What follows belongs to an exercise in optimizing a design on an open flow for small area, a short achievable clock period and few clock cycles; a production flow would make more cautious choices.
Where RTL was checked, it was by simulation tests only, not by an equivalence proof against the original.
For runs 1 and 2, only the layout was checked, not whether the RTL still works.
No activity file was given, so power comes from the tool's default toggle rates.

[design/flow/config.mk]
export PLATFORM = sky130hd
export DESIGN_NAME = hrlf_top
export DESIGN_NICKNAME = hrlf_top
export VERILOG_FILES = /design/flow/design.v
export SDC_FILE = /design/flow/constraint.sdc
export NUM_CORES = 4
export LEC_CHECK = 0
export CAP_MARGIN = 20
export CORE_MARGIN = 2
export CORE_UTILIZATION = 40
export CTS_BUF_LIST = sky130_fd_sc_hd__clkbuf_4 sky130_fd_sc_hd__clkbuf_8
export SETUP_SLACK_MARGIN = 3
export SLEW_MARGIN = 20
[design/flow/constraint.sdc]
create_clock -name core_clock -period 6.0 [get_ports {clk_i}]
set_input_delay 1.2000 -clock core_clock [delete_from_list [all_inputs] [get_ports {clk_i}]]
set_output_delay 1.2000 -clock core_clock [all_outputs]
set_load 0.01 [all_outputs]
[design/flow/design.v]
`timescale 1ns / 1ps
`default_nettype none
module hrlf_top (
  input  wire        clk_i,
  input  wire        rst_ni,
  input  wire        push,
  input  wire [7:0]  rx_byte,
  input  wire        restart,
  output wire        full,
  output wire        empty,
  input  wire        pop,
  output wire        message_done,
  output wire        length_error,
  output wire [31:0] message_length
);
  localparam logic [119:0] FieldName = "Content-Length:";
  logic        in_v_q;        
  logic [7:0]  b_q;           
  logic        r_q;           
  logic        out_valid_q;   
  logic        out_err_q;     
  logic        fresh_q;       
  logic        body_q;        
  logic        field_q;       
  logic        dig_q;         
  logic        seen_q;        
  logic [3:0]  nidx_q;        
  logic [1:0]  eidx_q;        
  logic [31:0] cnt_q;         
  logic [31:0] len_q;         
  wire full_w = in_v_q && out_valid_q;
  wire proc   = in_v_q && !out_valid_q;
  wire [7:0] b = b_q;
  wire nw      = fresh_q || r_q;
  assign full           = full_w;
  assign empty          = !out_valid_q;
  assign message_done   = !out_err_q;
  assign length_error   = out_err_q;
  assign message_length = out_err_q ? 32'd0 : cnt_q;
  wire       body  = body_q && !nw;
  wire       field = field_q && !nw;
  wire       seen  = seen_q && !nw;
  wire [3:0] nidx  = nw ? 4'd0 : nidx_q;
  wire [1:0] eidx  = nw ? 2'd0 : eidx_q;
  wire is_cr  = (b == 8'h0d);
  wire is_lf  = (b == 8'h0a);
  wire is_sp  = (b == 8'h20);
  wire is_dig = (b[7:4] == 4'h3) && (b[3:0] <= 4'd9);
  logic [7:0] nchar;
  always_comb begin
    nchar = FieldName[119 -: 8];
    for (int k = 0; k < 15; k++) begin
      if (nidx == 4'(k)) nchar = FieldName[(14-k)*8 +: 8];
    end
  end
  wire       name_hit  = (b == nchar);
  wire       name_done = name_hit && (nidx == 4'd14);
  wire [3:0] nidx_nx   = name_hit ? nidx + 4'd1 : {3'd0, b == FieldName[119 -: 8]};
  wire       end_hit = eidx[0] ? is_lf : is_cr;
  wire [1:0] eidx_nx = end_hit ? eidx + 2'd1 : {1'b0, is_cr};
  wire       hdr_end = !field && end_hit && (eidx == 2'd3);
  wire ia_1_0 = cnt_q[1] & cnt_q[0];
  wire ia_3_2 = cnt_q[3] & cnt_q[2];
  wire ia_5_4 = cnt_q[5] & cnt_q[4];
  wire ia_7_6 = cnt_q[7] & cnt_q[6];
  wire ia_9_8 = cnt_q[9] & cnt_q[8];
  wire ia_11_10 = cnt_q[11] & cnt_q[10];
  wire ia_13_12 = cnt_q[13] & cnt_q[12];
  wire ia_15_14 = cnt_q[15] & cnt_q[14];
  wire ia_17_16 = cnt_q[17] & cnt_q[16];
  wire ia_19_18 = cnt_q[19] & cnt_q[18];
  wire ia_21_20 = cnt_q[21] & cnt_q[20];
  wire ia_23_22 = cnt_q[23] & cnt_q[22];
  wire ia_25_24 = cnt_q[25] & cnt_q[24];
  wire ia_27_26 = cnt_q[27] & cnt_q[26];
  wire ia_29_28 = cnt_q[29] & cnt_q[28];
  wire ia_31_30 = cnt_q[31] & cnt_q[30];
  wire ia_2_0 = cnt_q[2] & ia_1_0;
  wire ia_3_0 = ia_3_2 & ia_1_0;
  wire ia_6_4 = cnt_q[6] & ia_5_4;
  wire ia_7_4 = ia_7_6 & ia_5_4;
  wire ia_10_8 = cnt_q[10] & ia_9_8;
  wire ia_11_8 = ia_11_10 & ia_9_8;
  wire ia_14_12 = cnt_q[14] & ia_13_12;
  wire ia_15_12 = ia_15_14 & ia_13_12;
  wire ia_18_16 = cnt_q[18] & ia_17_16;
  wire ia_19_16 = ia_19_18 & ia_17_16;
  wire ia_22_20 = cnt_q[22] & ia_21_20;
  wire ia_23_20 = ia_23_22 & ia_21_20;
  wire ia_26_24 = cnt_q[26] & ia_25_24;
  wire ia_27_24 = ia_27_26 & ia_25_24;
  wire ia_30_28 = cnt_q[30] & ia_29_28;
  wire ia_31_28 = ia_31_30 & ia_29_28;
  wire ia_4_0 = cnt_q[4] & ia_3_0;
  wire ia_5_0 = ia_5_4 & ia_3_0;
  wire ia_6_0 = ia_6_4 & ia_3_0;
  wire ia_7_0 = ia_7_4 & ia_3_0;
  wire ia_12_8 = cnt_q[12] & ia_11_8;
  wire ia_13_8 = ia_13_12 & ia_11_8;
  wire ia_14_8 = ia_14_12 & ia_11_8;
  wire ia_15_8 = ia_15_12 & ia_11_8;
  wire ia_20_16 = cnt_q[20] & ia_19_16;
  wire ia_21_16 = ia_21_20 & ia_19_16;
  wire ia_22_16 = ia_22_20 & ia_19_16;
  wire ia_23_16 = ia_23_20 & ia_19_16;
  wire ia_28_24 = cnt_q[28] & ia_27_24;
  wire ia_29_24 = ia_29_28 & ia_27_24;
  wire ia_30_24 = ia_30_28 & ia_27_24;
  wire ia_31_24 = ia_31_28 & ia_27_24;
  wire ia_8_0 = cnt_q[8] & ia_7_0;
  wire ia_9_0 = ia_9_8 & ia_7_0;
  wire ia_10_0 = ia_10_8 & ia_7_0;
  wire ia_11_0 = ia_11_8 & ia_7_0;
  wire ia_12_0 = ia_12_8 & ia_7_0;
  wire ia_13_0 = ia_13_8 & ia_7_0;
  wire ia_14_0 = ia_14_8 & ia_7_0;
  wire ia_15_0 = ia_15_8 & ia_7_0;
  wire ia_24_16 = cnt_q[24] & ia_23_16;
  wire ia_25_16 = ia_25_24 & ia_23_16;
  wire ia_26_16 = ia_26_24 & ia_23_16;
  wire ia_27_16 = ia_27_24 & ia_23_16;
  wire ia_28_16 = ia_28_24 & ia_23_16;
  wire ia_29_16 = ia_29_24 & ia_23_16;
  wire ia_30_16 = ia_30_24 & ia_23_16;
  wire ia_31_16 = ia_31_24 & ia_23_16;
  wire ia_16_0 = cnt_q[16] & ia_15_0;
  wire ia_17_0 = ia_17_16 & ia_15_0;
  wire ia_18_0 = ia_18_16 & ia_15_0;
  wire ia_19_0 = ia_19_16 & ia_15_0;
  wire ia_20_0 = ia_20_16 & ia_15_0;
  wire ia_21_0 = ia_21_16 & ia_15_0;
  wire ia_22_0 = ia_22_16 & ia_15_0;
  wire ia_23_0 = ia_23_16 & ia_15_0;
  wire ia_24_0 = ia_24_16 & ia_15_0;
  wire ia_25_0 = ia_25_16 & ia_15_0;
  wire ia_26_0 = ia_26_16 & ia_15_0;
  wire ia_27_0 = ia_27_16 & ia_15_0;
  wire ia_28_0 = ia_28_16 & ia_15_0;
  wire ia_29_0 = ia_29_16 & ia_15_0;
  wire ia_30_0 = ia_30_16 & ia_15_0;
  wire ia_31_0 = ia_31_16 & ia_15_0;
  wire [31:0] inc_c;
  assign inc_c[0] = proc;
  assign inc_c[1] = proc & cnt_q[0];
  assign inc_c[2] = proc & ia_1_0;
  assign inc_c[3] = proc & ia_2_0;
  assign inc_c[4] = proc & ia_3_0;
  assign inc_c[5] = proc & ia_4_0;
  assign inc_c[6] = proc & ia_5_0;
  assign inc_c[7] = proc & ia_6_0;
  assign inc_c[8] = proc & ia_7_0;
  assign inc_c[9] = proc & ia_8_0;
  assign inc_c[10] = proc & ia_9_0;
  assign inc_c[11] = proc & ia_10_0;
  assign inc_c[12] = proc & ia_11_0;
  assign inc_c[13] = proc & ia_12_0;
  assign inc_c[14] = proc & ia_13_0;
  assign inc_c[15] = proc & ia_14_0;
  assign inc_c[16] = proc & ia_15_0;
  assign inc_c[17] = proc & ia_16_0;
  assign inc_c[18] = proc & ia_17_0;
  assign inc_c[19] = proc & ia_18_0;
  assign inc_c[20] = proc & ia_19_0;
  assign inc_c[21] = proc & ia_20_0;
  assign inc_c[22] = proc & ia_21_0;
  assign inc_c[23] = proc & ia_22_0;
  assign inc_c[24] = proc & ia_23_0;
  assign inc_c[25] = proc & ia_24_0;
  assign inc_c[26] = proc & ia_25_0;
  assign inc_c[27] = proc & ia_26_0;
  assign inc_c[28] = proc & ia_27_0;
  assign inc_c[29] = proc & ia_28_0;
  assign inc_c[30] = proc & ia_29_0;
  assign inc_c[31] = proc & ia_30_0;
  wire [31:0] cnt_inc = cnt_q ^ inc_c;
  wire hmax = ia_31_0 && !nw;
  wire [31:0] len_n = ~len_q;
  wire da_1_0 = len_n[1] & len_n[0];
  wire da_3_2 = len_n[3] & len_n[2];
  wire da_5_4 = len_n[5] & len_n[4];
  wire da_7_6 = len_n[7] & len_n[6];
  wire da_9_8 = len_n[9] & len_n[8];
  wire da_11_10 = len_n[11] & len_n[10];
  wire da_13_12 = len_n[13] & len_n[12];
  wire da_15_14 = len_n[15] & len_n[14];
  wire da_17_16 = len_n[17] & len_n[16];
  wire da_19_18 = len_n[19] & len_n[18];
  wire da_21_20 = len_n[21] & len_n[20];
  wire da_23_22 = len_n[23] & len_n[22];
  wire da_25_24 = len_n[25] & len_n[24];
  wire da_27_26 = len_n[27] & len_n[26];
  wire da_29_28 = len_n[29] & len_n[28];
  wire da_31_30 = len_n[31] & len_n[30];
  wire da_2_0 = len_n[2] & da_1_0;
  wire da_3_0 = da_3_2 & da_1_0;
  wire da_6_4 = len_n[6] & da_5_4;
  wire da_7_4 = da_7_6 & da_5_4;
  wire da_10_8 = len_n[10] & da_9_8;
  wire da_11_8 = da_11_10 & da_9_8;
  wire da_14_12 = len_n[14] & da_13_12;
  wire da_15_12 = da_15_14 & da_13_12;
  wire da_18_16 = len_n[18] & da_17_16;
  wire da_19_16 = da_19_18 & da_17_16;
  wire da_22_20 = len_n[22] & da_21_20;
  wire da_23_20 = da_23_22 & da_21_20;
  wire da_26_24 = len_n[26] & da_25_24;
  wire da_27_24 = da_27_26 & da_25_24;
  wire da_30_28 = len_n[30] & da_29_28;
  wire da_31_28 = da_31_30 & da_29_28;
  wire da_4_0 = len_n[4] & da_3_0;
  wire da_5_0 = da_5_4 & da_3_0;
  wire da_6_0 = da_6_4 & da_3_0;
  wire da_7_0 = da_7_4 & da_3_0;
  wire da_12_8 = len_n[12] & da_11_8;
  wire da_13_8 = da_13_12 & da_11_8;
  wire da_14_8 = da_14_12 & da_11_8;
  wire da_15_8 = da_15_12 & da_11_8;
  wire da_20_16 = len_n[20] & da_19_16;
  wire da_21_16 = da_21_20 & da_19_16;
  wire da_22_16 = da_22_20 & da_19_16;
  wire da_23_16 = da_23_20 & da_19_16;
  wire da_28_24 = len_n[28] & da_27_24;
  wire da_29_24 = da_29_28 & da_27_24;
  wire da_30_24 = da_30_28 & da_27_24;
  wire da_31_24 = da_31_28 & da_27_24;
  wire da_8_0 = len_n[8] & da_7_0;
  wire da_9_0 = da_9_8 & da_7_0;
  wire da_10_0 = da_10_8 & da_7_0;
  wire da_11_0 = da_11_8 & da_7_0;
  wire da_12_0 = da_12_8 & da_7_0;
  wire da_13_0 = da_13_8 & da_7_0;
  wire da_14_0 = da_14_8 & da_7_0;
  wire da_15_0 = da_15_8 & da_7_0;
  wire da_24_16 = len_n[24] & da_23_16;
  wire da_25_16 = da_25_24 & da_23_16;
  wire da_26_16 = da_26_24 & da_23_16;
  wire da_27_16 = da_27_24 & da_23_16;
  wire da_28_16 = da_28_24 & da_23_16;
  wire da_29_16 = da_29_24 & da_23_16;
  wire da_30_16 = da_30_24 & da_23_16;
  wire da_31_16 = da_31_24 & da_23_16;
  wire da_16_0 = len_n[16] & da_15_0;
  wire da_17_0 = da_17_16 & da_15_0;
  wire da_18_0 = da_18_16 & da_15_0;
  wire da_19_0 = da_19_16 & da_15_0;
  wire da_20_0 = da_20_16 & da_15_0;
  wire da_21_0 = da_21_16 & da_15_0;
  wire da_22_0 = da_22_16 & da_15_0;
  wire da_23_0 = da_23_16 & da_15_0;
  wire da_24_0 = da_24_16 & da_15_0;
  wire da_25_0 = da_25_16 & da_15_0;
  wire da_26_0 = da_26_16 & da_15_0;
  wire da_27_0 = da_27_16 & da_15_0;
  wire da_28_0 = da_28_16 & da_15_0;
  wire da_29_0 = da_29_16 & da_15_0;
  wire da_30_0 = da_30_16 & da_15_0;
  wire da_31_0 = da_31_16 & da_15_0;
  wire [31:0] dec_b;
  assign dec_b[0] = 1'b1;
  assign dec_b[1] = len_n[0];
  assign dec_b[2] = da_1_0;
  assign dec_b[3] = da_2_0;
  assign dec_b[4] = da_3_0;
  assign dec_b[5] = da_4_0;
  assign dec_b[6] = da_5_0;
  assign dec_b[7] = da_6_0;
  assign dec_b[8] = da_7_0;
  assign dec_b[9] = da_8_0;
  assign dec_b[10] = da_9_0;
  assign dec_b[11] = da_10_0;
  assign dec_b[12] = da_11_0;
  assign dec_b[13] = da_12_0;
  assign dec_b[14] = da_13_0;
  assign dec_b[15] = da_14_0;
  assign dec_b[16] = da_15_0;
  assign dec_b[17] = da_16_0;
  assign dec_b[18] = da_17_0;
  assign dec_b[19] = da_18_0;
  assign dec_b[20] = da_19_0;
  assign dec_b[21] = da_20_0;
  assign dec_b[22] = da_21_0;
  assign dec_b[23] = da_22_0;
  assign dec_b[24] = da_23_0;
  assign dec_b[25] = da_24_0;
  assign dec_b[26] = da_25_0;
  assign dec_b[27] = da_26_0;
  assign dec_b[28] = da_27_0;
  assign dec_b[29] = da_28_0;
  assign dec_b[30] = da_29_0;
  assign dec_b[31] = da_30_0;
  wire [31:0] dec = len_q ^ dec_b;
  wire lnz = !da_31_0;
  wire len_is1 = len_q[0] && (len_q[31:1] == 31'd0);
  wire [31:0] hl_g0 = cnt_q & len_q;
  wire [31:0] hl_p0 = cnt_q | len_q;
  wire hl_g_31_30 = hl_g0[31] | (hl_p0[31] & hl_g0[30]);
  wire hl_p_31_30 = hl_p0[31] & hl_p0[30];
  wire hl_g_29_28 = hl_g0[29] | (hl_p0[29] & hl_g0[28]);
  wire hl_p_29_28 = hl_p0[29] & hl_p0[28];
  wire hl_g_31_28 = hl_g_31_30 | (hl_p_31_30 & hl_g_29_28);
  wire hl_p_31_28 = hl_p_31_30 & hl_p_29_28;
  wire hl_g_27_26 = hl_g0[27] | (hl_p0[27] & hl_g0[26]);
  wire hl_p_27_26 = hl_p0[27] & hl_p0[26];
  wire hl_g_25_24 = hl_g0[25] | (hl_p0[25] & hl_g0[24]);
  wire hl_p_25_24 = hl_p0[25] & hl_p0[24];
  wire hl_g_27_24 = hl_g_27_26 | (hl_p_27_26 & hl_g_25_24);
  wire hl_p_27_24 = hl_p_27_26 & hl_p_25_24;
  wire hl_g_31_24 = hl_g_31_28 | (hl_p_31_28 & hl_g_27_24);
  wire hl_p_31_24 = hl_p_31_28 & hl_p_27_24;
  wire hl_g_23_22 = hl_g0[23] | (hl_p0[23] & hl_g0[22]);
  wire hl_p_23_22 = hl_p0[23] & hl_p0[22];
  wire hl_g_21_20 = hl_g0[21] | (hl_p0[21] & hl_g0[20]);
  wire hl_p_21_20 = hl_p0[21] & hl_p0[20];
  wire hl_g_23_20 = hl_g_23_22 | (hl_p_23_22 & hl_g_21_20);
  wire hl_p_23_20 = hl_p_23_22 & hl_p_21_20;
  wire hl_g_19_18 = hl_g0[19] | (hl_p0[19] & hl_g0[18]);
  wire hl_p_19_18 = hl_p0[19] & hl_p0[18];
  wire hl_g_17_16 = hl_g0[17] | (hl_p0[17] & hl_g0[16]);
  wire hl_p_17_16 = hl_p0[17] & hl_p0[16];
  wire hl_g_19_16 = hl_g_19_18 | (hl_p_19_18 & hl_g_17_16);
  wire hl_p_19_16 = hl_p_19_18 & hl_p_17_16;
  wire hl_g_23_16 = hl_g_23_20 | (hl_p_23_20 & hl_g_19_16);
  wire hl_p_23_16 = hl_p_23_20 & hl_p_19_16;
  wire hl_g_31_16 = hl_g_31_24 | (hl_p_31_24 & hl_g_23_16);
  wire hl_p_31_16 = hl_p_31_24 & hl_p_23_16;
  wire hl_g_15_14 = hl_g0[15] | (hl_p0[15] & hl_g0[14]);
  wire hl_p_15_14 = hl_p0[15] & hl_p0[14];
  wire hl_g_13_12 = hl_g0[13] | (hl_p0[13] & hl_g0[12]);
  wire hl_p_13_12 = hl_p0[13] & hl_p0[12];
  wire hl_g_15_12 = hl_g_15_14 | (hl_p_15_14 & hl_g_13_12);
  wire hl_p_15_12 = hl_p_15_14 & hl_p_13_12;
  wire hl_g_11_10 = hl_g0[11] | (hl_p0[11] & hl_g0[10]);
  wire hl_p_11_10 = hl_p0[11] & hl_p0[10];
  wire hl_g_9_8 = hl_g0[9] | (hl_p0[9] & hl_g0[8]);
  wire hl_p_9_8 = hl_p0[9] & hl_p0[8];
  wire hl_g_11_8 = hl_g_11_10 | (hl_p_11_10 & hl_g_9_8);
  wire hl_p_11_8 = hl_p_11_10 & hl_p_9_8;
  wire hl_g_15_8 = hl_g_15_12 | (hl_p_15_12 & hl_g_11_8);
  wire hl_p_15_8 = hl_p_15_12 & hl_p_11_8;
  wire hl_g_7_6 = hl_g0[7] | (hl_p0[7] & hl_g0[6]);
  wire hl_p_7_6 = hl_p0[7] & hl_p0[6];
  wire hl_g_5_4 = hl_g0[5] | (hl_p0[5] & hl_g0[4]);
  wire hl_p_5_4 = hl_p0[5] & hl_p0[4];
  wire hl_g_7_4 = hl_g_7_6 | (hl_p_7_6 & hl_g_5_4);
  wire hl_p_7_4 = hl_p_7_6 & hl_p_5_4;
  wire hl_g_3_2 = hl_g0[3] | (hl_p0[3] & hl_g0[2]);
  wire hl_p_3_2 = hl_p0[3] & hl_p0[2];
  wire hl_g_1_0 = hl_g0[1] | (hl_p0[1] & hl_g0[0]);
  wire hl_p_1_0 = hl_p0[1] & hl_p0[0];
  wire hl_g_3_0 = hl_g_3_2 | (hl_p_3_2 & hl_g_1_0);
  wire hl_p_3_0 = hl_p_3_2 & hl_p_1_0;
  wire hl_g_7_0 = hl_g_7_4 | (hl_p_7_4 & hl_g_3_0);
  wire hl_p_7_0 = hl_p_7_4 & hl_p_3_0;
  wire hl_g_15_0 = hl_g_15_8 | (hl_p_15_8 & hl_g_7_0);
  wire hl_p_15_0 = hl_p_15_8 & hl_p_7_0;
  wire hl_g_31_0 = hl_g_31_16 | (hl_p_31_16 & hl_g_15_0);
  wire hl_p_31_0 = hl_p_31_16 & hl_p_15_0;
  wire ovf_hl = hl_g_31_0 | hl_p_31_0;
  wire [2:0]  x10_lo = b[3] ? 3'b111 : b[2:0];
  wire [31:0] x10_a  = {len_q[28:0], x10_lo};
  wire [31:0] x10_b  = {len_q[30:0], b[3]};
  wire        x10_ci = b[3] && b[0];
  wire [31:0] x10_g0 = x10_a & x10_b;
  wire [31:0] x10_p0 = x10_a ^ x10_b;
  wire xa_g_1_0 = x10_g0[1] | (x10_p0[1] & x10_g0[0]);
  wire xa_p_1_0 = x10_p0[1] & x10_p0[0];
  wire xa_g_3_2 = x10_g0[3] | (x10_p0[3] & x10_g0[2]);
  wire xa_p_3_2 = x10_p0[3] & x10_p0[2];
  wire xa_g_5_4 = x10_g0[5] | (x10_p0[5] & x10_g0[4]);
  wire xa_p_5_4 = x10_p0[5] & x10_p0[4];
  wire xa_g_7_6 = x10_g0[7] | (x10_p0[7] & x10_g0[6]);
  wire xa_p_7_6 = x10_p0[7] & x10_p0[6];
  wire xa_g_9_8 = x10_g0[9] | (x10_p0[9] & x10_g0[8]);
  wire xa_p_9_8 = x10_p0[9] & x10_p0[8];
  wire xa_g_11_10 = x10_g0[11] | (x10_p0[11] & x10_g0[10]);
  wire xa_p_11_10 = x10_p0[11] & x10_p0[10];
  wire xa_g_13_12 = x10_g0[13] | (x10_p0[13] & x10_g0[12]);
  wire xa_p_13_12 = x10_p0[13] & x10_p0[12];
  wire xa_g_15_14 = x10_g0[15] | (x10_p0[15] & x10_g0[14]);
  wire xa_p_15_14 = x10_p0[15] & x10_p0[14];
  wire xa_g_17_16 = x10_g0[17] | (x10_p0[17] & x10_g0[16]);
  wire xa_p_17_16 = x10_p0[17] & x10_p0[16];
  wire xa_g_19_18 = x10_g0[19] | (x10_p0[19] & x10_g0[18]);
  wire xa_p_19_18 = x10_p0[19] & x10_p0[18];
  wire xa_g_21_20 = x10_g0[21] | (x10_p0[21] & x10_g0[20]);
  wire xa_p_21_20 = x10_p0[21] & x10_p0[20];
  wire xa_g_23_22 = x10_g0[23] | (x10_p0[23] & x10_g0[22]);
  wire xa_p_23_22 = x10_p0[23] & x10_p0[22];
  wire xa_g_25_24 = x10_g0[25] | (x10_p0[25] & x10_g0[24]);
  wire xa_p_25_24 = x10_p0[25] & x10_p0[24];
  wire xa_g_27_26 = x10_g0[27] | (x10_p0[27] & x10_g0[26]);
  wire xa_p_27_26 = x10_p0[27] & x10_p0[26];
  wire xa_g_29_28 = x10_g0[29] | (x10_p0[29] & x10_g0[28]);
  wire xa_p_29_28 = x10_p0[29] & x10_p0[28];
  wire xa_g_31_30 = x10_g0[31] | (x10_p0[31] & x10_g0[30]);
  wire xa_p_31_30 = x10_p0[31] & x10_p0[30];
  wire xa_g_2_0 = x10_g0[2] | (x10_p0[2] & xa_g_1_0);
  wire xa_p_2_0 = x10_p0[2] & xa_p_1_0;
  wire xa_g_3_0 = xa_g_3_2 | (xa_p_3_2 & xa_g_1_0);
  wire xa_p_3_0 = xa_p_3_2 & xa_p_1_0;
  wire xa_g_6_4 = x10_g0[6] | (x10_p0[6] & xa_g_5_4);
  wire xa_p_6_4 = x10_p0[6] & xa_p_5_4;
  wire xa_g_7_4 = xa_g_7_6 | (xa_p_7_6 & xa_g_5_4);
  wire xa_p_7_4 = xa_p_7_6 & xa_p_5_4;
  wire xa_g_10_8 = x10_g0[10] | (x10_p0[10] & xa_g_9_8);
  wire xa_p_10_8 = x10_p0[10] & xa_p_9_8;
  wire xa_g_11_8 = xa_g_11_10 | (xa_p_11_10 & xa_g_9_8);
  wire xa_p_11_8 = xa_p_11_10 & xa_p_9_8;
  wire xa_g_14_12 = x10_g0[14] | (x10_p0[14] & xa_g_13_12);
  wire xa_p_14_12 = x10_p0[14] & xa_p_13_12;
  wire xa_g_15_12 = xa_g_15_14 | (xa_p_15_14 & xa_g_13_12);
  wire xa_p_15_12 = xa_p_15_14 & xa_p_13_12;
  wire xa_g_18_16 = x10_g0[18] | (x10_p0[18] & xa_g_17_16);
  wire xa_p_18_16 = x10_p0[18] & xa_p_17_16;
  wire xa_g_19_16 = xa_g_19_18 | (xa_p_19_18 & xa_g_17_16);
  wire xa_p_19_16 = xa_p_19_18 & xa_p_17_16;
  wire xa_g_22_20 = x10_g0[22] | (x10_p0[22] & xa_g_21_20);
  wire xa_p_22_20 = x10_p0[22] & xa_p_21_20;
  wire xa_g_23_20 = xa_g_23_22 | (xa_p_23_22 & xa_g_21_20);
  wire xa_p_23_20 = xa_p_23_22 & xa_p_21_20;
  wire xa_g_26_24 = x10_g0[26] | (x10_p0[26] & xa_g_25_24);
  wire xa_p_26_24 = x10_p0[26] & xa_p_25_24;
  wire xa_g_27_24 = xa_g_27_26 | (xa_p_27_26 & xa_g_25_24);
  wire xa_p_27_24 = xa_p_27_26 & xa_p_25_24;
  wire xa_g_30_28 = x10_g0[30] | (x10_p0[30] & xa_g_29_28);
  wire xa_p_30_28 = x10_p0[30] & xa_p_29_28;
  wire xa_g_31_28 = xa_g_31_30 | (xa_p_31_30 & xa_g_29_28);
  wire xa_p_31_28 = xa_p_31_30 & xa_p_29_28;
  wire xa_g_4_0 = x10_g0[4] | (x10_p0[4] & xa_g_3_0);
  wire xa_p_4_0 = x10_p0[4] & xa_p_3_0;
  wire xa_g_5_0 = xa_g_5_4 | (xa_p_5_4 & xa_g_3_0);
  wire xa_p_5_0 = xa_p_5_4 & xa_p_3_0;
  wire xa_g_6_0 = xa_g_6_4 | (xa_p_6_4 & xa_g_3_0);
  wire xa_p_6_0 = xa_p_6_4 & xa_p_3_0;
  wire xa_g_7_0 = xa_g_7_4 | (xa_p_7_4 & xa_g_3_0);
  wire xa_p_7_0 = xa_p_7_4 & xa_p_3_0;
  wire xa_g_12_8 = x10_g0[12] | (x10_p0[12] & xa_g_11_8);
  wire xa_p_12_8 = x10_p0[12] & xa_p_11_8;
  wire xa_g_13_8 = xa_g_13_12 | (xa_p_13_12 & xa_g_11_8);
  wire xa_p_13_8 = xa_p_13_12 & xa_p_11_8;
  wire xa_g_14_8 = xa_g_14_12 | (xa_p_14_12 & xa_g_11_8);
  wire xa_p_14_8 = xa_p_14_12 & xa_p_11_8;
  wire xa_g_15_8 = xa_g_15_12 | (xa_p_15_12 & xa_g_11_8);
  wire xa_p_15_8 = xa_p_15_12 & xa_p_11_8;
  wire xa_g_20_16 = x10_g0[20] | (x10_p0[20] & xa_g_19_16);
  wire xa_p_20_16 = x10_p0[20] & xa_p_19_16;
  wire xa_g_21_16 = xa_g_21_20 | (xa_p_21_20 & xa_g_19_16);
  wire xa_p_21_16 = xa_p_21_20 & xa_p_19_16;
  wire xa_g_22_16 = xa_g_22_20 | (xa_p_22_20 & xa_g_19_16);
  wire xa_p_22_16 = xa_p_22_20 & xa_p_19_16;
  wire xa_g_23_16 = xa_g_23_20 | (xa_p_23_20 & xa_g_19_16);
  wire xa_p_23_16 = xa_p_23_20 & xa_p_19_16;
  wire xa_g_28_24 = x10_g0[28] | (x10_p0[28] & xa_g_27_24);
  wire xa_p_28_24 = x10_p0[28] & xa_p_27_24;
  wire xa_g_29_24 = xa_g_29_28 | (xa_p_29_28 & xa_g_27_24);
  wire xa_p_29_24 = xa_p_29_28 & xa_p_27_24;
  wire xa_g_30_24 = xa_g_30_28 | (xa_p_30_28 & xa_g_27_24);
  wire xa_p_30_24 = xa_p_30_28 & xa_p_27_24;
  wire xa_g_31_24 = xa_g_31_28 | (xa_p_31_28 & xa_g_27_24);
  wire xa_p_31_24 = xa_p_31_28 & xa_p_27_24;
  wire xa_g_8_0 = x10_g0[8] | (x10_p0[8] & xa_g_7_0);
  wire xa_p_8_0 = x10_p0[8] & xa_p_7_0;
  wire xa_g_9_0 = xa_g_9_8 | (xa_p_9_8 & xa_g_7_0);
  wire xa_p_9_0 = xa_p_9_8 & xa_p_7_0;
  wire xa_g_10_0 = xa_g_10_8 | (xa_p_10_8 & xa_g_7_0);
  wire xa_p_10_0 = xa_p_10_8 & xa_p_7_0;
  wire xa_g_11_0 = xa_g_11_8 | (xa_p_11_8 & xa_g_7_0);
  wire xa_p_11_0 = xa_p_11_8 & xa_p_7_0;
  wire xa_g_12_0 = xa_g_12_8 | (xa_p_12_8 & xa_g_7_0);
  wire xa_p_12_0 = xa_p_12_8 & xa_p_7_0;
  wire xa_g_13_0 = xa_g_13_8 | (xa_p_13_8 & xa_g_7_0);
  wire xa_p_13_0 = xa_p_13_8 & xa_p_7_0;
  wire xa_g_14_0 = xa_g_14_8 | (xa_p_14_8 & xa_g_7_0);
  wire xa_p_14_0 = xa_p_14_8 & xa_p_7_0;
  wire xa_g_15_0 = xa_g_15_8 | (xa_p_15_8 & xa_g_7_0);
  wire xa_p_15_0 = xa_p_15_8 & xa_p_7_0;
  wire xa_g_24_16 = x10_g0[24] | (x10_p0[24] & xa_g_23_16);
  wire xa_p_24_16 = x10_p0[24] & xa_p_23_16;
  wire xa_g_25_16 = xa_g_25_24 | (xa_p_25_24 & xa_g_23_16);
  wire xa_p_25_16 = xa_p_25_24 & xa_p_23_16;
  wire xa_g_26_16 = xa_g_26_24 | (xa_p_26_24 & xa_g_23_16);
  wire xa_p_26_16 = xa_p_26_24 & xa_p_23_16;
  wire xa_g_27_16 = xa_g_27_24 | (xa_p_27_24 & xa_g_23_16);
  wire xa_p_27_16 = xa_p_27_24 & xa_p_23_16;
  wire xa_g_28_16 = xa_g_28_24 | (xa_p_28_24 & xa_g_23_16);
  wire xa_p_28_16 = xa_p_28_24 & xa_p_23_16;
  wire xa_g_29_16 = xa_g_29_24 | (xa_p_29_24 & xa_g_23_16);
  wire xa_p_29_16 = xa_p_29_24 & xa_p_23_16;
  wire xa_g_30_16 = xa_g_30_24 | (xa_p_30_24 & xa_g_23_16);
  wire xa_p_30_16 = xa_p_30_24 & xa_p_23_16;
  wire xa_g_31_16 = xa_g_31_24 | (xa_p_31_24 & xa_g_23_16);
  wire xa_p_31_16 = xa_p_31_24 & xa_p_23_16;
  wire xa_g_16_0 = x10_g0[16] | (x10_p0[16] & xa_g_15_0);
  wire xa_p_16_0 = x10_p0[16] & xa_p_15_0;
  wire xa_g_17_0 = xa_g_17_16 | (xa_p_17_16 & xa_g_15_0);
  wire xa_p_17_0 = xa_p_17_16 & xa_p_15_0;
  wire xa_g_18_0 = xa_g_18_16 | (xa_p_18_16 & xa_g_15_0);
  wire xa_p_18_0 = xa_p_18_16 & xa_p_15_0;
  wire xa_g_19_0 = xa_g_19_16 | (xa_p_19_16 & xa_g_15_0);
  wire xa_p_19_0 = xa_p_19_16 & xa_p_15_0;
  wire xa_g_20_0 = xa_g_20_16 | (xa_p_20_16 & xa_g_15_0);
  wire xa_p_20_0 = xa_p_20_16 & xa_p_15_0;
  wire xa_g_21_0 = xa_g_21_16 | (xa_p_21_16 & xa_g_15_0);
  wire xa_p_21_0 = xa_p_21_16 & xa_p_15_0;
  wire xa_g_22_0 = xa_g_22_16 | (xa_p_22_16 & xa_g_15_0);
  wire xa_p_22_0 = xa_p_22_16 & xa_p_15_0;
  wire xa_g_23_0 = xa_g_23_16 | (xa_p_23_16 & xa_g_15_0);
  wire xa_p_23_0 = xa_p_23_16 & xa_p_15_0;
  wire xa_g_24_0 = xa_g_24_16 | (xa_p_24_16 & xa_g_15_0);
  wire xa_p_24_0 = xa_p_24_16 & xa_p_15_0;
  wire xa_g_25_0 = xa_g_25_16 | (xa_p_25_16 & xa_g_15_0);
  wire xa_p_25_0 = xa_p_25_16 & xa_p_15_0;
  wire xa_g_26_0 = xa_g_26_16 | (xa_p_26_16 & xa_g_15_0);
  wire xa_p_26_0 = xa_p_26_16 & xa_p_15_0;
  wire xa_g_27_0 = xa_g_27_16 | (xa_p_27_16 & xa_g_15_0);
  wire xa_p_27_0 = xa_p_27_16 & xa_p_15_0;
  wire xa_g_28_0 = xa_g_28_16 | (xa_p_28_16 & xa_g_15_0);
  wire xa_p_28_0 = xa_p_28_16 & xa_p_15_0;
  wire xa_g_29_0 = xa_g_29_16 | (xa_p_29_16 & xa_g_15_0);
  wire xa_p_29_0 = xa_p_29_16 & xa_p_15_0;
  wire xa_g_30_0 = xa_g_30_16 | (xa_p_30_16 & xa_g_15_0);
  wire xa_p_30_0 = xa_p_30_16 & xa_p_15_0;
  wire xa_g_31_0 = xa_g_31_16 | (xa_p_31_16 & xa_g_15_0);
  wire xa_p_31_0 = xa_p_31_16 & xa_p_15_0;
  wire [31:0] x10_c;
  assign x10_c[0] = x10_ci;
  assign x10_c[1] = x10_g0[0] | (x10_p0[0] & x10_ci);
  assign x10_c[2] = xa_g_1_0 | (xa_p_1_0 & x10_ci);
  assign x10_c[3] = xa_g_2_0 | (xa_p_2_0 & x10_ci);
  assign x10_c[4] = xa_g_3_0 | (xa_p_3_0 & x10_ci);
  assign x10_c[5] = xa_g_4_0 | (xa_p_4_0 & x10_ci);
  assign x10_c[6] = xa_g_5_0 | (xa_p_5_0 & x10_ci);
  assign x10_c[7] = xa_g_6_0 | (xa_p_6_0 & x10_ci);
  assign x10_c[8] = xa_g_7_0 | (xa_p_7_0 & x10_ci);
  assign x10_c[9] = xa_g_8_0 | (xa_p_8_0 & x10_ci);
  assign x10_c[10] = xa_g_9_0 | (xa_p_9_0 & x10_ci);
  assign x10_c[11] = xa_g_10_0 | (xa_p_10_0 & x10_ci);
  assign x10_c[12] = xa_g_11_0 | (xa_p_11_0 & x10_ci);
  assign x10_c[13] = xa_g_12_0 | (xa_p_12_0 & x10_ci);
  assign x10_c[14] = xa_g_13_0 | (xa_p_13_0 & x10_ci);
  assign x10_c[15] = xa_g_14_0 | (xa_p_14_0 & x10_ci);
  assign x10_c[16] = xa_g_15_0 | (xa_p_15_0 & x10_ci);
  assign x10_c[17] = xa_g_16_0 | (xa_p_16_0 & x10_ci);
  assign x10_c[18] = xa_g_17_0 | (xa_p_17_0 & x10_ci);
  assign x10_c[19] = xa_g_18_0 | (xa_p_18_0 & x10_ci);
  assign x10_c[20] = xa_g_19_0 | (xa_p_19_0 & x10_ci);
  assign x10_c[21] = xa_g_20_0 | (xa_p_20_0 & x10_ci);
  assign x10_c[22] = xa_g_21_0 | (xa_p_21_0 & x10_ci);
  assign x10_c[23] = xa_g_22_0 | (xa_p_22_0 & x10_ci);
  assign x10_c[24] = xa_g_23_0 | (xa_p_23_0 & x10_ci);
  assign x10_c[25] = xa_g_24_0 | (xa_p_24_0 & x10_ci);
  assign x10_c[26] = xa_g_25_0 | (xa_p_25_0 & x10_ci);
  assign x10_c[27] = xa_g_26_0 | (xa_p_26_0 & x10_ci);
  assign x10_c[28] = xa_g_27_0 | (xa_p_27_0 & x10_ci);
  assign x10_c[29] = xa_g_28_0 | (xa_p_28_0 & x10_ci);
  assign x10_c[30] = xa_g_29_0 | (xa_p_29_0 & x10_ci);
  assign x10_c[31] = xa_g_30_0 | (xa_p_30_0 & x10_ci);
  wire [31:0] x10 = x10_p0 ^ x10_c;
  wire ovf10 = (|len_q[31:29]) || xa_g_31_0 || (xa_p_31_0 && x10_ci);
  wire f_ok  = is_cr || (!dig_q && is_sp) || (is_dig && !ovf10);
  wire err   = !body && (hmax || (field && !f_ok) || (hdr_end && seen && lnz && ovf_hl));
  wire done  = body ? len_is1 : (!hmax && hdr_end && !(seen && lnz));
  wire emit  = proc && (err || done);
  wire to_body  = !body && hdr_end && seen && lnz;
  wire to_field = !body && !field && !seen && name_done;
  always_ff @(posedge clk_i or negedge rst_ni) begin
    if (!rst_ni) begin
      in_v_q      <= 1'b0;
      out_valid_q <= 1'b0;
      fresh_q     <= 1'b1;
    end else begin
      if (!full_w) begin
        in_v_q <= push;
      end
      if (emit) begin
        out_valid_q <= 1'b1;
      end else if (pop) begin
        out_valid_q <= 1'b0;
      end
      if (proc) begin
        fresh_q <= emit;
      end
    end
  end
  always_ff @(posedge clk_i) begin
    if (!full_w) begin
      b_q <= rx_byte;
      r_q <= restart;
    end
    if (emit) begin
      out_err_q <= err;
    end
    cnt_q <= (proc && nw) ? 32'd1 : cnt_inc;
    if (proc) begin
      body_q  <= body || to_body;
      field_q <= field ? !is_cr : to_field;
      dig_q   <= field && (dig_q || is_dig);
      seen_q  <= seen || (field && is_cr);
      nidx_q  <= nidx_nx;
      eidx_q  <= eidx_nx;
      if (body) begin
        len_q <= dec;
      end else if (field) begin
        if (is_dig) begin
          len_q <= x10;
        end
      end else if (!seen) begin
        len_q <= 32'd0;
      end
    end
  end
endmodule
`default_nettype wire
[design/flow/flow/run.sh]
#!/bin/bash
# layout flow: the standard flow, with plain buffers on the ports
# (the standard flow's port buffers are 0.5 ns delay cells)
set -euo pipefail
bash standard.sh synth > synth.log 2>&1
bash standard.sh BUFFER_PORTS_ARGS="-buffer_cell sky130_fd_sc_hd__buf_1" finish > layout.log 2>&1
[design/flow/standard.sh]
#!/bin/bash
# synth_recipe.tcl (not shown) runs the flow's synth.tcl, then flattens the netlist and writes it again
# the make line also repeats each setting of config.mk as NAME=value (left out here)
make -C /OpenROAD-flow-scripts/flow DESIGN_CONFIG=/design/flow/config.mk WORK_HOME=/design/flow/orfs CLKGATE_MAP_FILE= SYNTH_SCRIPT=/design/flow/synth_recipe.tcl "${@:-finish}"
==> notes.md, run 1 <==
=================================================================================
Status                                                               complete, no violations
Wire length of the first global-routing pass                             29.83 mm
Clock tree from TritonCTS                                                    done
Critical path data required time                                          6160 ps
Maximum fanout encountered on the critical timing path                          8
Min Clock Period, post-route                                              3051 ps
Reported leakage power                                                   2.968 nW
Most common library cells after synthesis                            91 x sky130_fd_sc_hd__nor2_1, 52 x sky130_fd_sc_hd__edfxtp_1, 50 x sky130_fd_sc_hd__nand2_1, 45 x sky130_fd_sc_hd__xnor2_1, 43 x sky130_fd_sc_hd__ha_1
Critical Path AT                                                          3210 ps
Vias in the first global route                                              5,657
Leading cell type by number of instances after synthesis             sky130_fd_sc_hd__nor2_1
Global-route total usage across every layer                                0.2077
CTS Hold Buffers Added                                                          0
WL/cell                                                                  17.08 µm
RSZ-0062 raised after global routing                                          yes
Most used DFF post-synth                                             sky130_fd_sc_hd__edfxtp_1
Area share of the leading cell type in the synthesized netlist             0.2305
Share of synthesized area spent on multiplexers                          0.006095
F_max                                                                   327.7 MHz
Power share of the sequential group                                         0.345
Vias/cell                                                                   5.672
Layout cells sized above 1                                                 0.1437
Net switching power                                                      1.081 mW
Root Buffer                                                          sky130_fd_sc_hd__clkbuf_8
Final estimated routing congestion in global placement                     0.8966
Number of synthesis warnings                                                    1
Startpoint type of the worst setup path                                  register
I/O Pins                                                                       49
Share of the synthesized area in compound gates (AO/OA/AOI/OAI)            0.1873
Die area                                                               17,990 µm²
Detailed-routing iteration count for the pre-antenna-repair pass                5
Maximum buffer depth of the clock tree                                          2
Final routed wirelength across all metal layers                          18.61 mm
Main combinational cell family by area after synthesis               simple AND/OR/NAND/NOR gates
Part of the total power dissipated in the clock network                     0.207
Hold crit path type                                                       reg2reg
Setup TNS                                                                    0 ps
Combined buffer and inverter count along the critical path                      2
Headroom to the max-slew limit                                             0.3891
Beginning of the critical path                                       b_q[1]$_DFFE_PN_
GR met3 Demand/Resource                                                   0.04271
HPWL Detailed                                                            12.70 mm
Total Nets Final                                                              921
Number of levels the H-tree was split into                                      3
Crit Reg-Reg Startpoint                                              b_q[1]$_DFFE_PN_
Initial standard-cell utilization of the core                              0.4085
Number of core rows                                                            47
Die span in x                                                            134.1 µm
Met1 routing resource usage after global routing                           0.2821
CP endpoint kind                                                         register
Gr ovfl total                                                                   0
Post-synth ARST share                                                     0.03448
Peak supply drop                                                        0.1401 mV
Dominant cell type by area after synthesis                           sky130_fd_sc_hd__edfxtp_1
Cts bufs inserted                                                               9
Final period util                                                          0.5085
Library cells used by synthesis                                                73
Power density relative to cell area                                  338.0 nW/µm²
Clock slew seen by the registers of the worst setup and hold paths         100 ps
Number of antenna violations at the first check in global routing               0
Top cells by area in the synthesized netlist                         sky130_fd_sc_hd__edfxtp_1 23%, sky130_fd_sc_hd__dfxtp_1 9.5%, sky130_fd_sc_hd__ha_1 7.9%
Ordered cell list for the critical path                              buf_4 -> o21ai_1 -> nor4b_1 -> nor4b_1 -> o211ai_1 -> a311oi_1 -> o21ai_1 -> o21ai_2 -> inv_1
Maximum number of pins on one net before global-route repair                   34
DRC violations left                                                             0
Net count of the mapped netlist                                               850
Gate power share                                                            0.448
Final setup violation count                                                     0
Met2 track demand over resource                                            0.3365
Remaining antenna violation count                                               0
Simple-gate area share of the yosys netlist                                0.2457
Mean instance size in the synthesized netlist                           8.531 µm²
Cell type group with the largest total delay on the critical path    simple AND/OR/NAND/NOR gates
Antenna Cells                                                                   0
Starting DRC count in detailed routing                                        415
Startpoint of the worst hold path                                    out_valid_q$_DFFE_PN0P_
Clock Skews                                                              14.91 ps
Final hold violations                                                           0
Layout-stage area growth over the synthesis result                         18.19%
Worst slew pin tran                                                      903.6 ps
Number of max-slew violations in the final report                               0
Via count                                                                   6,183
CP Class                                                                  reg2reg
Number of synthesized flops with an enable pin                                 52
Gate count of the mapped netlist                                              794
Flip-flop and latch count after synthesis                                      87
TritonCTS sink count                                                           87
Sequential cell area fraction in the yosys report                          0.3364
Final setup slack of the worst path                                       2949 ps
Number of buffers added on ports                                               48
Share of total power consumed by net switching                             0.3997
Core region area                                                       16,580 µm²
Post-synthesis xor/xnor area fraction                                      0.1073
Die Y                                                                    134.1 µm
Critical-path cell with the highest stage delay                      sky130_fd_sc_hd__nor4b_1
Synth Area in Adders                                                      0.08090
Clock latency of the later-clocked register in the worst-skew pair         390 ps
Maximum Capacitance Violations                                                  0
Total internal power                                                     1.624 mW
Cell area after synthesis                                                6774 µm²
Grt peak-use layer                                                           met2
Placement Setup Slack                                                     2357 ps
Critical path's largest stage delay                                        740 ps
=================================================================================
-- cell families (layout without fill, tap and decap cells) --
family / count (synthesis) / in the layout
and+or+nand+nor: 318 / 319
AOI/OAI and AO/OA: 194 / 194
DFF: 87 / 87
xor gates and xnor gates: 83 / 83
buffers and inverters: 64 / 139
adders and majority gates: 44 / 44
muxes: 4 / 4
-- power by group through the flow --
stage,Clock (mW),Combinational [mW],Sequential (mW)
2_1_floorplan,0,0.887,0.876
3_3_place_gp,0,1.05,0.951
3_5_place_dp,0,1.05,0.950
4_1_cts,0.578,1.10,0.935
5_1_grt,0.600,1.34,0.952
6_report,0.560,1.21,0.933
-- placed cells by master (no fill, tap or decap), types with 19 or more instances in the layout --
cell type	netlist	final
sky130_fd_sc_hd__nor2_1	91	87
sky130_fd_sc_hd__edfxtp_1	52	52
sky130_fd_sc_hd__nand2_1	50	49
sky130_fd_sc_hd__buf_1	2	48
sky130_fd_sc_hd__buf_4	0	47
sky130_fd_sc_hd__xnor2_1	45	45
sky130_fd_sc_hd__nor2b_1	38	38
sky130_fd_sc_hd__xor2_1	38	38
sky130_fd_sc_hd__o22ai_1	40	38
sky130_fd_sc_hd__ha_1	43	38
sky130_fd_sc_hd__dfxtp_1	32	32
sky130_fd_sc_hd__a21oi_1	35	31
sky130_fd_sc_hd__o21ai_0	27	26
sky130_fd_sc_hd__nand3_1	23	23
sky130_fd_sc_hd__inv_1	23	19
-- what timing repair did --
action	4_1_cts	5_1_grt
endpoints found under the setup margin	15	28
pin swaps	14	13
setup buffers	14	32
cloned	1	0
gates resized for setup	9	33
-- registers in the layout, summed over array words and instances (netlist names) --
signal and cells:
len_q 32, cnt_q 32, field_q 1, nidx_q 4
body_q 1, fresh_q 1, out_err_q 1, out_valid_q 1
seen_q 1, dig_q 1, r_q 1, in_v_q 1
b_q 8, eidx_q 2
-- metrics by stage --
stage	utilization	instances	hold WS, ps	power [mW]	cell area, µm²
floorplan	-	794	482.4	1.763	6877
global placement	0.4336	1027	499.9	1.998	7191
detailed placement	0.4336	1027	504.4	2.004	7191
CTS	0.4593	1058	557.1	2.610	7617
global route	0.4828	1090	590.1	2.892	8006
finish	0.4828	1090	555.7	2.706	8006
-- cell type report --
type,instances,area (µm²)
clock inverters,7,143.9
flip-flops and latches,87,2278
repair buffers,98,560.5
well taps,220,275.3
clock buffers,9,123.9
multi-input cells,644,4517
fillers,1622,8577
inverters,25,107.6
-- metal layers --
metal	share of wire	wire length [µm]	up-vias
li1	-	-	3070
met3	0.047	873	26
met1	0.47	8756	2928
met2	0.46	8636	159
met5	0	0	-
met4	0.019	348	0
-- worst min-delay path, stage by stage (launching register included) --
cell	delay, ps
sky130_fd_sc_hd__dfrtp_1	400
sky130_fd_sc_hd__inv_2	60
sky130_fd_sc_hd__o21ai_1	60
-- worst paths after layout --
kind	slack [ps]	cells past startpoint	endpoint
max in group asynchronous	5160	1	fresh_q$_DFFE_PN1P_
setup / recovery	2950	9	out_err_q$_DFFE_PP_
hold reg to reg	560	2	out_valid_q$_DFFE_PN0P_
hold / removal	560	2	out_valid_q$_DFFE_PN0P_
min in group asynchronous	600	1	in_v_q$_DFFE_PN0N_
setup reg to reg	2950	9	out_err_q$_DFFE_PP_
==> inputs of run 2 (changes only) <==
--- a/design/flow/design.v
+++ b/design/flow/design.v
@@ -36,29 +36,33 @@
   assign empty          = !out_valid_q;
   assign message_done   = !out_err_q;
   assign length_error   = out_err_q;
-  assign message_length = out_err_q ? 32'd0 : cnt_q;
+  assign message_length = cnt_q;
   wire       body  = body_q && !nw;
   wire       field = field_q && !nw;
   wire       seen  = seen_q && !nw;
-  wire [3:0] nidx  = nw ? 4'd0 : nidx_q;
-  wire [1:0] eidx  = nw ? 2'd0 : eidx_q;
   wire is_cr  = (b == 8'h0d);
   wire is_lf  = (b == 8'h0a);
   wire is_sp  = (b == 8'h20);
   wire is_dig = (b[7:4] == 4'h3) && (b[3:0] <= 4'd9);
-  logic [7:0] nchar;
+  logic [14:0] name_eq;    
+  logic [14:0] name_at;    
+  logic [14:0] name_hit;   
+  logic [3:0]  nidx_nx;
   always_comb begin
-    nchar = FieldName[119 -: 8];
     for (int k = 0; k < 15; k++) begin
-      if (nidx == 4'(k)) nchar = FieldName[(14-k)*8 +: 8];
+      name_eq[k]  = (b == FieldName[(14-k)*8 +: 8]);
+      name_at[k]  = (nidx_q == 4'(k));
+      name_hit[k] = name_eq[k] && name_at[k] && !nw;
+    end
+    nidx_nx = {3'd0, name_eq[0]};
+    for (int k = 1; k < 14; k++) begin
+      nidx_nx = nidx_nx | ({4{name_hit[k]}} & 4'(k + 1));
     end
   end
-  wire       name_hit  = (b == nchar);
-  wire       name_done = name_hit && (nidx == 4'd14);
-  wire [3:0] nidx_nx   = name_hit ? nidx + 4'd1 : {3'd0, b == FieldName[119 -: 8]};
-  wire       end_hit = eidx[0] ? is_lf : is_cr;
-  wire [1:0] eidx_nx = end_hit ? eidx + 2'd1 : {1'b0, is_cr};
-  wire       hdr_end = !field && end_hit && (eidx == 2'd3);
+  wire       name_done = name_hit[14];
+  wire       end_hit = eidx_q[0] ? is_lf : is_cr;
+  wire [1:0] eidx_nx = (end_hit && !nw) ? eidx_q + 2'd1 : {1'b0, is_cr};
+  wire       hdr_end = !nw && !field_q && is_lf && (eidx_q == 2'd3);
   wire ia_1_0 = cnt_q[1] & cnt_q[0];
   wire ia_3_2 = cnt_q[3] & cnt_q[2];
   wire ia_5_4 = cnt_q[5] & cnt_q[4];
@@ -563,6 +567,7 @@
   wire emit  = proc && (err || done);
   wire to_body  = !body && hdr_end && seen && lnz;
   wire to_field = !body && !field && !seen && name_done;
+  wire clr      = proc && (err || nw);
   always_ff @(posedge clk_i or negedge rst_ni) begin
     if (!rst_ni) begin
       in_v_q      <= 1'b0;
@@ -590,7 +595,7 @@
     if (emit) begin
       out_err_q <= err;
     end
-    cnt_q <= (proc && nw) ? 32'd1 : cnt_inc;
+    cnt_q <= clr ? {31'd0, !err} : cnt_inc;
     if (proc) begin
       body_q  <= body || to_body;
       field_q <= field ? !is_cr : to_field;
==> notes.md, run 2 <==
=================================================================================
Dominant cell type by area after synthesis                           sky130_fd_sc_hd__edfxtp_1
Critical-path cell with the highest stage delay                      sky130_fd_sc_hd__edfxtp_1
Gr ovfl total                                                                   0
Die Y                                                                    130.5 µm
Reported leakage power                                                   2.824 nW
Number of core rows                                                            46
Worst Hold Margin                                                        523.2 ps
Number of levels the H-tree was split into                                      3
Sequential cell area fraction in the yosys report                          0.3561
Layout cells sized above 1                                                 0.1744
Net switching power                                                      1.145 mW
Post-synth ARST share                                                     0.03448
Core region area                                                       15,770 µm²
Status                                                               complete, no violations
Final estimated routing congestion in global placement                     0.8349
Critical path data required time                                          6130 ps
Number of synthesized flops with an enable pin                                 52
Grt peak-use layer                                                           met2
Critical path's largest stage delay                                        470 ps
CP Class                                                                  reg2reg
Leading cell type by number of instances after synthesis             sky130_fd_sc_hd__nor2_1
Most used DFF post-synth                                             sky130_fd_sc_hd__edfxtp_1
Antenna Cells                                                                   0
TritonCTS sink count                                                           87
Final hold violations                                                           0
Wire length of the first global-routing pass                             28.91 mm
RSZ-0062 raised after global routing                                          yes
Min Clock Period, post-route                                              2978 ps
Setup TNS                                                                    0 ps
Part of the total power dissipated in the clock network                     0.162
Number of max-slew violations in the final report                               0
Net count of the mapped netlist                                               793
HPWL Detailed                                                            12.77 mm
Cell type group with the largest total delay on the critical path    compound AO/OA/AOI/OAI gates
I/O Pins                                                                       49
Ordered cell list for the critical path                              ha_1 -> a21oi_1 -> nor2_1 -> a211oi_2 -> a21oi_1 -> o211a_1 -> or3_1 -> a21oi_2 -> xor2_1 -> o22ai_1
GR met3 Demand/Resource                                                   0.03542
CP endpoint kind                                                         register
Largest registers in the final layout                                cnt_q (32), len_q (32), b_q (8)
Maximum fanout encountered on the critical timing path                          4
Remaining antenna violation count                                               0
Startpoint type of the worst setup path                                  register
F_max                                                                   335.8 MHz
Clock Skews                                                              13.43 ps
Root Buffer                                                          sky130_fd_sc_hd__clkbuf_8
Via count                                                                   6,238
Cts bufs inserted                                                               9
WL/cell                                                                  17.90 µm
Share of total power consumed by net switching                             0.4152
Power density relative to cell area                                  351.9 nW/µm²
Number of antenna violations at the first check in global routing               0
Final routed wirelength across all metal layers                          18.95 mm
Number of synthesis warnings                                                    1
Met1 routing resource usage after global routing                           0.2880
Critical Path AT                                                          3110 ps
Area share of the leading cell type in the synthesized netlist             0.2440
Sequential cell area                                                     2278 µm²
Most common library cell in the layout ignoring fill and taps        sky130_fd_sc_hd__nor2_1
CTS Hold Buffers Added                                                          0
Final setup violation count                                                     0
Clock latency of the later-clocked register in the worst-skew pair         390 ps
Die area                                                               17,020 µm²
Initial standard-cell utilization of the core                              0.4057
Total internal power                                                     1.613 mW
Crit path top cell by count                                          sky130_fd_sc_hd__a21oi_1
Most common library cells after synthesis                            72 x sky130_fd_sc_hd__nor2_1, 57 x sky130_fd_sc_hd__nand2_1, 52 x sky130_fd_sc_hd__edfxtp_1, 41 x sky130_fd_sc_hd__a21oi_1, 39 x sky130_fd_sc_hd__ha_1
Multi-input logic area                                                   4185 µm²
Clock tree from TritonCTS                                                    done
Number of buffers added on ports                                               48
Detailed-routing iteration count for the pre-antenna-repair pass                7
Worst slew pin tran                                                      883.4 ps
Cell area after synthesis                                                6399 µm²
Commonest cells after routing, fill and taps aside                   67 x sky130_fd_sc_hd__nor2_1, 61 x sky130_fd_sc_hd__buf_4, 56 x sky130_fd_sc_hd__nand2_1
Vias/cell                                                                   5.890
Vias in the first global route                                              5,704
FILL cells                                                                  1,507
Starting DRC count in detailed routing                                        495
Gate power share                                                            0.509
Combined buffer and inverter count along the critical path                      0
Peak supply drop                                                        0.1938 mV
DRC violations left                                                             0
Hold crit path type                                                       reg2reg
Power share of the sequential group                                         0.329
Total Nets Final                                                              890
Maximum Capacitance Violations                                                  0
Headroom to the max-slew limit                                             0.4089
Mean instance size in the synthesized netlist                           8.635 µm²
Met2 track demand over resource                                            0.3474
Final period util                                                          0.4963
Flip-flop and latch count after synthesis                                      87
Die span in x                                                            130.5 µm
Clock slew seen by the registers of the worst setup and hold paths         100 ps
Global-route total usage across every layer                                0.2157
Top cells by area in the synthesized netlist                         sky130_fd_sc_hd__edfxtp_1 24%, sky130_fd_sc_hd__dfxtp_1 10%, sky130_fd_sc_hd__ha_1 7.6%
Gate count of the mapped netlist                                              741
Layout-stage area growth over the synthesis result                         22.47%
Maximum buffer depth of the clock tree                                          2
Maximum number of pins on one net before global-route repair                   32
Library cells used by synthesis                                                69
=================================================================================
-- run 2: cell types whose count changed in the layout (fill, tap and decap cells not counted), sizes merged, moves of 6 or more --
cell and change:
nor2b -30, nor2 -19, buf +18, xnor2 -14, inv +13, nand3 +13
xor2 -11, a21oi +10, mux2i +10, o22ai -8, nand2 +7, o31ai +7
a21o -6, o21ai -6
-- run 2: cell families after synthesis --
group / count (synthesis) / share of synthesized area
buf+inv: 64 / 0.04145
compound gates: 187 / 0.1942
fa+ha+maj: 39 / 0.07626
mux: 13 / 0.02034
flops: 87 / 0.3561
xor+xnor: 58 / 0.07939
simple gates: 293 / 0.2323
-- run 2: worst paths after layout --
check	from	end	slack [ps]	depth (start not counted)
setup / recovery	len_q[4]$_DFFE_PP_	len_q[21]$_DFFE_PP_	3020	10
min in group asynchronous	rst_ni	out_valid_q$_DFFE_PN0P_	600	1
setup reg to reg	len_q[4]$_DFFE_PP_	len_q[21]$_DFFE_PP_	3020	10
max in group asynchronous	rst_ni	fresh_q$_DFFE_PN1P_	5180	1
hold / removal	fresh_q$_DFFE_PN1P_	fresh_q$_DFFE_PN1P_	520	1
hold reg to reg	fresh_q$_DFFE_PN1P_	fresh_q$_DFFE_PN1P_	520	1
-- run 2: stage by stage --
step	area (µm²)	std cells	util	power, mW	setup WS, ps
floorplan	6406	741	-	1.696	3001
global placement	6770	981	0.4293	1.915	2587
detailed placement	6770	981	0.4293	1.952	2458
CTS	7303	1029	0.4631	2.519	2970
global route	7836	1059	0.4969	2.935	2943
finish	7836	1059	0.4969	2.758	3022
-- run 2: cell type report --
cell class | count | area share
multi-input cells | 590 | 0.5341
well taps | 216 | 0.03449
repair buffers | 117 | 0.09963
clock inverters | 6 | 0.008462
flip-flops and latches | 87 | 0.2908
clock buffers | 10 | 0.01677
inverters | 33 | 0.01581
-- run 2: power by group through the flow --
stage          Combinational [mW]  Sequential, mW  Clock, mW
2_1_floorplan               0.813           0.883          0
3_3_place_gp                0.967           0.948          0
3_5_place_dp                 1.00           0.952          0
4_1_cts                      1.17           0.900      0.454
5_1_grt                      1.54           0.924      0.476
6_report                     1.40           0.908      0.445
-- run 2: metal layers --
layer | share of wire | wire, µm | vias up
met2 | 0.47 | 8924 | 209
li1 | - | - | 2975
met4 | 0.036 | 677 | 0
met3 | 0.047 | 894 | 45
met1 | 0.45 | 8455 | 3009
met5 | 0 | 0 | -
-- run 2: timing repair --
action | in CTS | in global routing
gates cloned | 1 | 2
gates resized for setup | 17 | 50
setup endpoints to repair | 46 | 46
pin swaps | 5 | 18
setup buffers | 31 | 28
==> inputs of run 3 (changes only) <==
--- a/design/flow/design.v
+++ b/design/flow/design.v
@@ -36,7 +36,7 @@
   assign empty          = !out_valid_q;
   assign message_done   = !out_err_q;
   assign length_error   = out_err_q;
-  assign message_length = cnt_q;
+  assign message_length = out_err_q ? 32'd0 : cnt_q;
   wire       body  = body_q && !nw;
   wire       field = field_q && !nw;
   wire       seen  = seen_q && !nw;
@@ -567,7 +567,6 @@
   wire emit  = proc && (err || done);
   wire to_body  = !body && hdr_end && seen && lnz;
   wire to_field = !body && !field && !seen && name_done;
-  wire clr      = proc && (err || nw);
   always_ff @(posedge clk_i or negedge rst_ni) begin
     if (!rst_ni) begin
       in_v_q      <= 1'b0;
@@ -595,7 +594,7 @@
     if (emit) begin
       out_err_q <= err;
     end
-    cnt_q <= clr ? {31'd0, !err} : cnt_inc;
+    cnt_q <= (proc && nw) ? 32'd1 : cnt_inc;
     if (proc) begin
       body_q  <= body || to_body;
       field_q <= field ? !is_cr : to_field;
--- a/design/flow/config.mk
+++ b/design/flow/config.mk
@@ -9,5 +9,5 @@
 export CORE_MARGIN = 2
 export CORE_UTILIZATION = 40
 export CTS_BUF_LIST = sky130_fd_sc_hd__clkbuf_4 sky130_fd_sc_hd__clkbuf_8
-export SETUP_SLACK_MARGIN = 3
+export SETUP_SLACK_MARGIN = 2.6
 export SLEW_MARGIN = 20
==> notes.md, run 3 <==
=================================================================================
Critical path data required time                                          6140 ps
Post-synth ARST share                                                     0.03448
Total chip power                                                         2.290 mW
Final routed wirelength across all metal layers                          16.60 mm
Maximum Capacitance Violations                                                  0
Total Nets Final                                                              839
RSZ-0062 raised after global routing                                           no
Die span in x                                                            131.4 µm
Net switching power                                                      947.0 µW
Min Clock Period, post-route                                              3176 ps
Vias/cell                                                                   5.701
Number of post-CTS setup repair buffers                                         0
Wire length of the first global-routing pass                             27.27 mm
Die Y                                                                    131.4 µm
WL/cell                                                                  16.47 µm
Critical-path cell with the highest stage delay                      sky130_fd_sc_hd__edfxtp_1
Number of synthesized flops with an enable pin                                 52
Flip-flop and latch count after synthesis                                      87
Commonest cells after routing, fill and taps aside                   93 x sky130_fd_sc_hd__nor2_1, 63 x sky130_fd_sc_hd__nand2_1, 52 x sky130_fd_sc_hd__edfxtp_1
Critical path's largest stage delay                                        510 ps
Power density relative to cell area                                  326.2 nW/µm²
Clock Skews                                                              12.76 ps
Cts bufs inserted                                                               9
CTS Hold Buffers Added                                                          0
Mean instance size in the synthesized netlist                           8.512 µm²
I/O Pins                                                                       49
Final setup violation count                                                     0
Final estimated routing congestion in global placement                     0.8806
Ordered cell list for the critical path                              or2_2 -> ha_1 -> o2111ai_2 -> a21oi_1 -> o21a_1 -> a21bo_2 -> a31oi_2 -> a21boi_0 -> or3_1 -> a31o_2
Number of buffers added on ports                                               48
Share of total power consumed by net switching                             0.4135
Remaining antenna violation count                                               0
Clock tree from TritonCTS                                                    done
CP endpoint kind                                                         register
Gate count of the mapped netlist                                              763
Number of synthesis warnings                                                    1
Most used DFF post-synth                                             sky130_fd_sc_hd__edfxtp_1
Maximum number of pins on one net before global-route repair                   33
Peak supply drop                                                        0.2113 mV
Final hold violations                                                           0
Net count of the mapped netlist                                               815
Headroom to the max-slew limit                                             0.2811
Via count                                                                   5,747
Leading cell type by number of instances after synthesis             sky130_fd_sc_hd__nor2_1
Vias in the first global route                                              5,517
Clock latency of the later-clocked register in the worst-skew pair         380 ps
Setup TNS                                                                    0 ps
Power share of the sequential group                                         0.412
Antenna Cells                                                                   0
Reported leakage power                                                   2.498 nW
Dominant cell type by area after synthesis                           sky130_fd_sc_hd__edfxtp_1
Layout-stage area growth over the synthesis result                         8.091%
Core region area                                                       15,890 µm²
DRC violations left                                                             0
Area share of the leading cell type in the synthesized netlist             0.2404
Combined buffer and inverter count along the critical path                      0
Final period util                                                          0.5294
Number of levels the H-tree was split into                                      3
Status                                                               complete, no violations
Most common library cells after synthesis                            95 x sky130_fd_sc_hd__nor2_1, 63 x sky130_fd_sc_hd__nand2_1, 52 x sky130_fd_sc_hd__edfxtp_1, 39 x sky130_fd_sc_hd__ha_1, 39 x sky130_fd_sc_hd__xnor2_1
Number of core rows                                                            46
Number of instances resized during post-cts repair                              0
Critical Path AT                                                          3320 ps
Starting DRC count in detailed routing                                        364
Cell area after synthesis                                                6495 µm²
Number of max-slew violations in the final report                               0
HPWL Detailed                                                            12.05 mm
F_max                                                                   314.8 MHz
Root Buffer                                                          sky130_fd_sc_hd__clkbuf_8
Gr ovfl total                                                                   0
Largest registers in the final layout                                cnt_q (32), len_q (32), b_q (8)
Sequential cell area fraction in the yosys report                          0.3508
Detailed-routing iteration count for the pre-antenna-repair pass                6
Maximum buffer depth of the clock tree                                          2
Cell type group with the largest total delay on the critical path    compound AO/OA/AOI/OAI gates
Global-route total usage across every layer                                0.1936
Initial standard-cell utilization of the core                              0.4089
TritonCTS sink count                                                           87
Die area                                                               17,270 µm²
Number of antenna violations at the first check in global routing               0
Library cells used by synthesis                                                69
Maximum fanout encountered on the critical timing path                         10
Part of the total power dissipated in the clock network                     0.179
Gate power share                                                            0.408
Clock slew seen by the registers of the worst setup and hold paths          90 ps
Total internal power                                                     1.343 mW
Most common library cell in the layout ignoring fill and taps        sky130_fd_sc_hd__nor2_1
Worst slew pin tran                                                       1074 ps
Hold crit path type                                                       reg2reg
FILL cells                                                                  1,603
CP Class                                                                  reg2reg
Startpoint type of the worst setup path                                  register
Layout cells sized above 1                                                0.06061
Top cells by area in the synthesized netlist                         sky130_fd_sc_hd__edfxtp_1 24%, sky130_fd_sc_hd__dfxtp_1 9.9%, sky130_fd_sc_hd__ha_1 7.5%
=================================================================================
run 3: changes by cell type after synthesis, moves of 5 or more:
| cell | previous run | this run |
|---|---|---|
| sky130_fd_sc_hd__a21oi_1 | 41 | 29 |
| sky130_fd_sc_hd__nor3_1 | 23 | 29 |
| sky130_fd_sc_hd__mux2i_1 | 13 | 1 |
| sky130_fd_sc_hd__xnor2_1 | 31 | 39 |
| sky130_fd_sc_hd__clkbuf_1 | 22 | 32 |
| sky130_fd_sc_hd__inv_1 | 33 | 23 |
| sky130_fd_sc_hd__nor2b_1 | 8 | 38 |
| sky130_fd_sc_hd__nand3_1 | 36 | 24 |
| sky130_fd_sc_hd__nand4_1 | 21 | 13 |
| sky130_fd_sc_hd__nor2_1 | 72 | 95 |
| sky130_fd_sc_hd__o32ai_1 | 4 | 9 |
| sky130_fd_sc_hd__nand2_1 | 57 | 63 |
run 3: layout make-up:
class	count	area, µm²	share of cell area
inverters	23	86.33	0.01230
well taps	216	270.3	0.03850
clock buffers	13	178.9	0.02549
flip-flops and latches	87	2278	0.3245
clock inverters	3	15.01	0.002139
repair buffers	53	217.7	0.03101
multi-input cells	613	3974	0.5660
run 3: final timing paths:
| path | startpoint | end | slack (ps) | cells after the start |
|---|---|---|---|---|
| min | fresh_q$_DFFE_PN1P_ | fresh_q$_DFFE_PN1P_ | 530 | 1 |
| max | b_q[3]$_DFFE_PN_ | len_q[26]$_DFFE_PP_ | 2820 | 10 |
| min in group asynchronous | rst_ni | out_valid_q$_DFFE_PN0P_ | 610 | 1 |
| max in group asynchronous | rst_ni | fresh_q$_DFFE_PN1P_ | 5170 | 1 |
| min reg2reg | fresh_q$_DFFE_PN1P_ | fresh_q$_DFFE_PN1P_ | 530 | 1 |
| max reg2reg | b_q[3]$_DFFE_PN_ | len_q[26]$_DFFE_PP_ | 2820 | 10 |
run 3: logic make-up (layout without fill, tap and decap cells):
kind of cell    Yosys count  after routing  synth area share
fa+ha+maj                40             40           0.07667
xor+xnor                 69             69           0.09305
simple gates            336            336            0.2657
compound gates          167            167            0.1741
flops                    87             87            0.3508
mux                       1              1          0.001541
buf+inv                  63             92           0.03814
run 3: metal layers:
layer / track usage / routed length, µm
met2: 0.3165 / 7593
met4: 0.06703 / 280
met5: 0 / 0
met1: 0.2648 / 8066
met3: 0.02353 / 660
run 3: per-stage QoR:
step / hold slack (ps) / instances / utilization / setup slack, ps / area, µm²
after detailed placement: 519.4 / 992 / 0.4297 / 2863 / 6827
after CTS: 531.2 / 1008 / 0.4420 / 2849 / 7020
after floorplan: 490.3 / 763 / - / 3128 / 6495
after global placement: 507.6 / 992 / 0.4297 / 2966 / 6827
after global routing: 544.5 / 1008 / 0.4420 / 2611 / 7020
final: 527.7 / 1008 / 0.4420 / 2824 / 7020
run 3: worst reg2reg max path, stage by stage, from the launching register on:
cell                        delay, ps
sky130_fd_sc_hd__edfxtp_1         510
sky130_fd_sc_hd__or2_2            340
sky130_fd_sc_hd__ha_1             220
sky130_fd_sc_hd__o2111ai_2        230
sky130_fd_sc_hd__a21oi_1          120
sky130_fd_sc_hd__o21a_1           250
sky130_fd_sc_hd__a21bo_2          260
sky130_fd_sc_hd__a31oi_2          270
sky130_fd_sc_hd__a21boi_0         190
sky130_fd_sc_hd__or3_1            330
sky130_fd_sc_hd__a31o_2           230
run 3: power by group through the flow:
| stage | clock network (mW) | logic, mW | registers (mW) |
|---|---|---|---|
| 2_1_floorplan | 0 | 0.769 | 0.872 |
| 3_3_place_gp | 0 | 0.895 | 0.947 |
| 3_5_place_dp | 0 | 0.924 | 0.954 |
| 4_1_cts | 0.424 | 0.931 | 0.940 |
| 5_1_grt | 0.443 | 1.05 | 0.964 |
| 6_report | 0.410 | 0.935 | 0.945 |
Testbench counts of run 3, summed over its fixed seeds: cycles 66,475.

Re-timed with assumed drivers on the ports (clkbuf_16 on the clock, buf_2 on other inputs), run 3 has 2.824 ns of setup slack against 2.824 ns with ideal ports, and 2.824 ns once port delays also move by the mid clock arrival of 0.408 ns.
